This design comes from an exercise in tuning for small area and a short achievable clock period on the open sky130 flow, not from production work. The RTL was checked by simulation tests, not by an equivalence proof against the original design.

## fp_module
module fp_module (
    input  logic                     i_clk,
    input  logic                     i_rst,
    input  fp_format_pkg::fp_word_t  i_data_r1,
    input  fp_format_pkg::fp_word_t  i_data_r2,
    input  logic [5-1:0]      i_alu_ctrl,
    output fp_format_pkg::fp_word_t  o_data,
    output logic                     o_invalid
);
Size: ~3600 cells after synthesis, roughly 0.024 mm^2 of cells after synthesis.
Settings: LEC_CHECK=0, ABC_AREA=1, CAP_MARGIN=0, CORE_MARGIN=2, CORE_UTILIZATION=40, SETUP_SLACK_MARGIN=5, SLEW_MARGIN=0; clock period 17.0 ns.
standard.sh (not shown) runs the stock make flow with config.mk's settings and CLKGATE_MAP_FILE= SYNTH_SCRIPT=/design/flow/synth_recipe.tcl, a recipe that flattens the netlist after the stock synthesis.
==> flow/flow/run.sh <==
#!/bin/bash
set -euo pipefail
export BUFFER_PORTS_ARGS="-buffer_cell sky130_fd_sc_hd__buf_2"
R=orfs/results/sky130hd/fp_module/base
bash standard.sh synth > standard_synth.log 2>&1
cp $R/1_2_yosys.v yosys_netlist_standard.v
python3 flow/fixpol.py yosys_netlist_standard.v $R/1_2_yosys.v > fixpol.log 2>&1
rm -f $R/1_synth.odb $R/1_synth.sdc
bash standard.sh finish > standard_flow.log 2>&1
Other scripts of this flow, unchanged in this note and not shown: flow/flow/fixpol.py
Then changed:
--- a/flow/flow/run.sh
+++ b/flow/flow/run.sh
@@ -2,3 +2,3 @@
 set -euo pipefail
-export BUFFER_PORTS_ARGS="-buffer_cell sky130_fd_sc_hd__buf_2"
+export BUFFER_PORTS_ARGS="-buffer_cell sky130_fd_sc_hd__buf_1"
 R=orfs/results/sky130hd/fp_module/base
--- a/flow/config.mk
+++ b/flow/config.mk
@@ -10,3 +10,3 @@
 export CORE_MARGIN = 2
-export CORE_UTILIZATION = 40
+export CORE_UTILIZATION = 50
 export SETUP_SLACK_MARGIN = 5
- first-iteration DRC count is higher by 5.8%
- non-clock buffer count is higher by 16
- via count is higher by 2.1%
- routed wire length is higher by 3.3%
- hold slack is better by 0.085 ns
- global-route usage is higher by 8.6 points
- setup slack is worse by 0.099 ns
- count of clock-buffer cells in the layout stays the same
Then changed:
--- a/flow/config.mk
+++ b/flow/config.mk
@@ -10,4 +10,5 @@
 export CORE_MARGIN = 2
-export CORE_UTILIZATION = 50
+export CORE_UTILIZATION = 40
 export SETUP_SLACK_MARGIN = 5
 export SLEW_MARGIN = 0
+export TNS_END_PERCENT = 20
Result: The new run completed with no timing, DRC or antenna violations. Non-clock buffer count goes down by 7. Clock-buffer cell count came out higher by 1. Final area is unchanged. Via count goes down by 1.9%. Worst hold slack got worse by 0.018 ns. Sequential cell count is unchanged. Sequential share of layout area stays the same.

Another version of the RTL of fp_module (not shown whole).
Size in the first run: about 3,600 cells after synthesis, ~33 flip-flops, about 100 I/O pins, about 0.024 sq mm of cells after synthesis.
==> flow/design.v (excerpt) <==
module fp_module (
    input  logic                     i_clk,
    input  logic                     i_rst,
    input  fp_format_pkg::fp_word_t  i_data_r1,
    input  fp_format_pkg::fp_word_t  i_data_r2,
    input  logic [5-1:0]      i_alu_ctrl,
    output fp_format_pkg::fp_word_t  o_data,
    output logic                     o_invalid
);
clock: 17.0 ns
lec_check: 0
abc_area: 1
cap_margin: 20
core_margin: 2
core_utilization: 40
setup_slack_margin: 3.5
slew_margin: 20
run.sh (not shown) runs the stock make flow with config.mk's settings and CLKGATE_MAP_FILE= SYNTH_SCRIPT=/design/flow/synth_recipe.tcl, a recipe that flattens the netlist after the stock synthesis.
Stock flow here: none of the scripts above is used.
==> next run, changes <==
Settings changed: SETUP_SLACK_MARGIN 3.5 to 5.
- The changed run went through all stages and came out clean
- die area is unchanged
- global-route usage is higher by 1.7 points
- setup slack gains 1.2 ns
- area after synthesis stays the same
- core utilization is higher by 7.5 points
- fmax grows by 11%
- final area went up by 17%
- count of clock-buffer cells in the layout went down by 1
- non-clock buffer count rose by 271

fp_module again, from the RTL that the note above started with.
Design fp_module, start of the top module:
module fp_module (
    input  logic                     i_clk,
    input  logic                     i_rst,
    input  fp_format_pkg::fp_word_t  i_data_r1,
    input  fp_format_pkg::fp_word_t  i_data_r2,
    input  logic [5-1:0]      i_alu_ctrl,
    output fp_format_pkg::fp_word_t  o_data,
    output logic                     o_invalid
);
Settings: LEC_CHECK=0, ABC_AREA=1, CAP_MARGIN=20, CORE_MARGIN=2, CORE_UTILIZATION=40, SETUP_SLACK_MARGIN=4, SLEW_MARGIN=20; clock period 17.0 ns.
standard.sh (not shown) runs the stock make flow with config.mk's settings and CLKGATE_MAP_FILE= SYNTH_SCRIPT=/design/flow/synth_recipe.tcl, a recipe that flattens the netlist after the stock synthesis.
==> flow/flow/run.sh <==
#!/bin/bash
set -euo pipefail
export BUFFER_PORTS_ARGS="-buffer_cell sky130_fd_sc_hd__buf_1"
bash standard.sh finish > standard_flow.log 2>&1
The baseline produced a clean layout.
Rerun with:
--- a/flow/flow/run.sh
+++ b/flow/flow/run.sh
@@ -2,0 +3,4 @@
+rm -rf scripts_local
+cp -r "$FLOW_HOME/scripts" scripts_local
+cp flow/abc_area.script scripts_local/abc_area.script
+export SCRIPTS_DIR="$PWD/scripts_local"
==> flow/flow/abc_area.script (new file) <==
strash
dch
map -B 0.9
=>
- via count stays flat
- die area is lower by a few percent
- clock-buffer cell count is lower by 1
- sequential cell count is unchanged
- maximum frequency is lower slightly
- final cell count is lower slightly
- worst setup slack loses 0.14 ns
- non-clock buffer count is higher by 6

run A:
fp_module again, from the RTL that the note above started with.
==> flow/config.mk <==
export PLATFORM = sky130hd
export DESIGN_NAME = fp_module
export DESIGN_NICKNAME = fp_module
export VERILOG_FILES = /design/flow/design.v
export SDC_FILE = /design/flow/constraint.sdc
export NUM_CORES = 4
export LEC_CHECK = 0
export ABC_AREA = 1
export CAP_MARGIN = 20
export CORE_MARGIN = 2
export CORE_UTILIZATION = 40
export SETUP_SLACK_MARGIN = 4
export SLEW_MARGIN = 20
export TNS_END_PERCENT = 5
==> flow/constraint.sdc <==
create_clock -name core_clock -period 17.0 [get_ports {i_clk}]
set_input_delay 3.4000 -clock core_clock [delete_from_list [all_inputs] [get_ports {i_clk}]]
set_output_delay 3.4000 -clock core_clock [all_outputs]
set_load 0.01 [all_outputs]
==> flow/flow/run.sh <==
#!/bin/bash
set -euo pipefail
export BUFFER_PORTS_ARGS="-buffer_cell sky130_fd_sc_hd__buf_1"
bash standard.sh finish > standard_flow.log 2>&1
--- input diff run A..run B ---
Settings: an added GPL_TIMING_DRIVEN of 1; a deleted TNS_END_PERCENT that had been 5; a change of SETUP_SLACK_MARGIN from 4 to 5.
==> flow/run.sh (new file) <==
#!/bin/bash
# synth_recipe.tcl (not shown) runs the flow's synth.tcl, then flattens the netlist and writes it again
# the make line also repeats each setting of config.mk as NAME=value (left out here)
make -C /OpenROAD-flow-scripts/flow DESIGN_CONFIG=/design/flow/config.mk WORK_HOME=/design/flow/orfs CLKGATE_MAP_FILE= SYNTH_SCRIPT=/design/flow/synth_recipe.tcl finish
removed: flow/flow/run.sh
removed: flow/standard.sh
Results
Run B against run A: cell count after placement comparable, post-CTS setup buffer count went up, per-cell routed wire length rose 2.2%.
Run B falls short of run A in via count.
Mean area per synthesized cell: run A vs run B identical
Taking run A as the reference, in run B count of cells along the worst hold path went down; total number of cells along the worst setup path went up; global-route usage went up; final critical delay including setup and external delays went down.
On count of non-filler cells in the finished layout: between run A and run B, it ends up lower for run A.
The following lists how run C was set up differently from run B:
Settings: swapping 5 for 4.5 in SETUP_SLACK_MARGIN; clearing GPL_TIMING_DRIVEN, which used to be 1.
[summary]
From run C to run B, number of tap instances did not move at all. Going from run B to run C, number of cells in the design after placement about even, wire length after detailed routing decreased 800 microns, final weighted congestion of routability-driven global placement increased 0.0045, worst slack at placement down 510 ps. Run B and run C ended up with nearly the same die outline area.

RTL: one of the versions met above, not the one the previous note started from.
Size in the first run: ~3600 cells after synthesis, ~100 I/O pins, about 24000 sq um of cells after synthesis.
export LEC_CHECK = 0
export ABC_AREA = 1
export CAP_MARGIN = 20
export CORE_MARGIN = 2
export CORE_UTILIZATION = 40
export SETUP_SLACK_MARGIN = 5
export SLEW_MARGIN = 20
create_clock -name core_clock -period 17.0 [get_ports {i_clk}]
==> flow/flow/run.sh <==
#!/bin/bash
set -euo pipefail
sed 's/SETUP_SLACK_MARGIN=5\b/SETUP_SLACK_MARGIN=5.5/' standard.sh > standard_m.sh
grep -q 'SETUP_SLACK_MARGIN=5.5' standard_m.sh
export BUFFER_PORTS_ARGS="-buffer_cell sky130_fd_sc_hd__buf_1"
R=orfs/results/sky130hd/fp_module/base
bash standard_m.sh synth > standard_synth.log 2>&1
cp $R/1_2_yosys.v yosys_netlist_standard.v
python3 flow/fixpol.py yosys_netlist_standard.v $R/1_2_yosys.v > fixpol.log 2>&1
rm -f $R/1_synth.odb $R/1_synth.sdc
bash standard_m.sh finish > standard_flow.log 2>&1
Other scripts of this flow, unchanged in this note and not shown: flow/flow/fixpol.py
Next try:
==> flow/flow/run.sh (replaced) <==
#!/bin/bash
set -euo pipefail
export BUFFER_PORTS_ARGS="-buffer_cell sky130_fd_sc_hd__buf_1"
R=orfs/results/sky130hd/fp_module/base
bash standard.sh synth > standard_synth.log 2>&1
cp $R/1_2_yosys.v yosys_netlist_standard.v
python3 flow/fixpol.py yosys_netlist_standard.v $R/1_2_yosys.v > fixpol.log 2>&1
rm -f $R/1_synth.odb $R/1_synth.sdc
bash standard.sh finish > standard_flow.log 2>&1
--- a/flow/config.mk
+++ b/flow/config.mk
@@ -9 +9 @@
-export CAP_MARGIN = 20
+export CAP_MARGIN = 0
@@ -11,0 +12 @@
+export PLACE_DENSITY = 0.7
@@ -13 +14 @@
-export SLEW_MARGIN = 20
+export SLEW_MARGIN = 0
Die area stays the same.
Global-route usage went down by 1.2 points.
Count of clock-buffer cells in the layout went down by 2.
Final area went down by 4.7%.
Hold slack barely changes.
Routed wire length went down by 4.9%.
Core utilization went down by 2.3 points.
Maximum frequency went down by 3.3%.
Worst setup slack is worse by 390 ps.
Synthesized area is unchanged.
Next try:
--- a/flow/config.mk
+++ b/flow/config.mk
@@ -9 +9 @@
-export CAP_MARGIN = 0
+export CAP_MARGIN = 20
@@ -12 +11,0 @@
-export PLACE_DENSITY = 0.7
@@ -14 +13 @@
-export SLEW_MARGIN = 0
+export SLEW_MARGIN = 20
Outcome: Wire length climbs by a few percent; critical path depth grows by 12; worst setup slack gains 75 ps; worst hold slack stays flat; flip-flop and latch count is unchanged; core utilization hardly moves; first-iteration DRC count went down by about a fifth; design area barely changes; clock-buffer cell count is unchanged.
Next try:
--- a/flow/flow/run.sh
+++ b/flow/flow/run.sh
@@ -2,0 +3,6 @@
+# ABC maps for area without its own gate sizing (flow/abc_area.script);
+# the timing repair after placement sizes the paths that need it.
+rm -rf scripts_local
+cp -r "$FLOW_HOME/scripts" scripts_local
+cp flow/abc_area.script scripts_local/abc_area.script
+export SCRIPTS_DIR="$PWD/scripts_local"
==> flow/flow/abc_area.script (new file) <==
strash
dch
map -B 0.9
--- a/flow/config.mk
+++ b/flow/config.mk
@@ -9 +9 @@
-export CAP_MARGIN = 20
+export CAP_MARGIN = 0
@@ -13 +13 @@
-export SLEW_MARGIN = 20
+export SLEW_MARGIN = 0
What happened: Final cell count went up by 0.72%. Hold slack got worse by 22 ps. Area after synthesis went down by 6.0%. Cell area went up by 2.8%. Utilization went up by 4.5 points. Fmax barely changes.

==> afterwards: timing with drivers on the ports <==
The flow's constraints put no driver on any port. The routed layouts listed below were extracted and timed again, unchanged, in two steps. Step 1: set_driving_cell puts a clkbuf_16 on i_clk and a buf_2 on each other input, an assumption about the parent block. Step 2, shift: input delay + t, output delay - t, t = (earliest + latest rising clock arrival at the registers) / 2. This alone moves slack from input paths to output paths. a / b / c = ideal ports / drivers / drivers and shift; a / b = the first two.
run	shift t [ns]	setup slack, ns	worst slew at a driven data input, ns
the first run of note 1	0.309	5.415 / 5.288 / 4.979	0.15
the second run of note 1	0.315	5.316 / 5.326 / 5.011	0.06
the third run of note 1	0.308	5.487 / 5.390 / 5.082	0.15
the first run of note 2	0.304	3.986 / 3.995 / 3.691	0.06
the second run of note 2	0.309	5.232 / 5.238 / 4.928	0.06
the first run of note 3	0.306	4.513 / 4.507 / 4.201	0.08
the second run of note 3	0.305	4.371 / 4.364 / 4.058	0.10
run A	0.306	4.460 / 4.468 / 4.162	0.09
run B	0.309	5.232 / 5.238 / 4.928	0.06
run C	0.310	4.730 / 4.741 / 4.431	0.04
the first run of note 5	0.302	5.751 / 5.753 / 5.451	0.10
the second run of note 5	0.305	5.366 / 5.313 / 5.008	0.15
the third run of note 5	0.312	5.441 / 5.326 / 5.014	0.16
the fourth run of note 5	0.306	5.409 / 5.378 / 5.072	0.12
After both steps setup and hold are still met in every run listed. For the first run of note 1, which loses most, drivers alone change the setup slack by -0.127 ns; drivers and shift together by -0.436 ns.
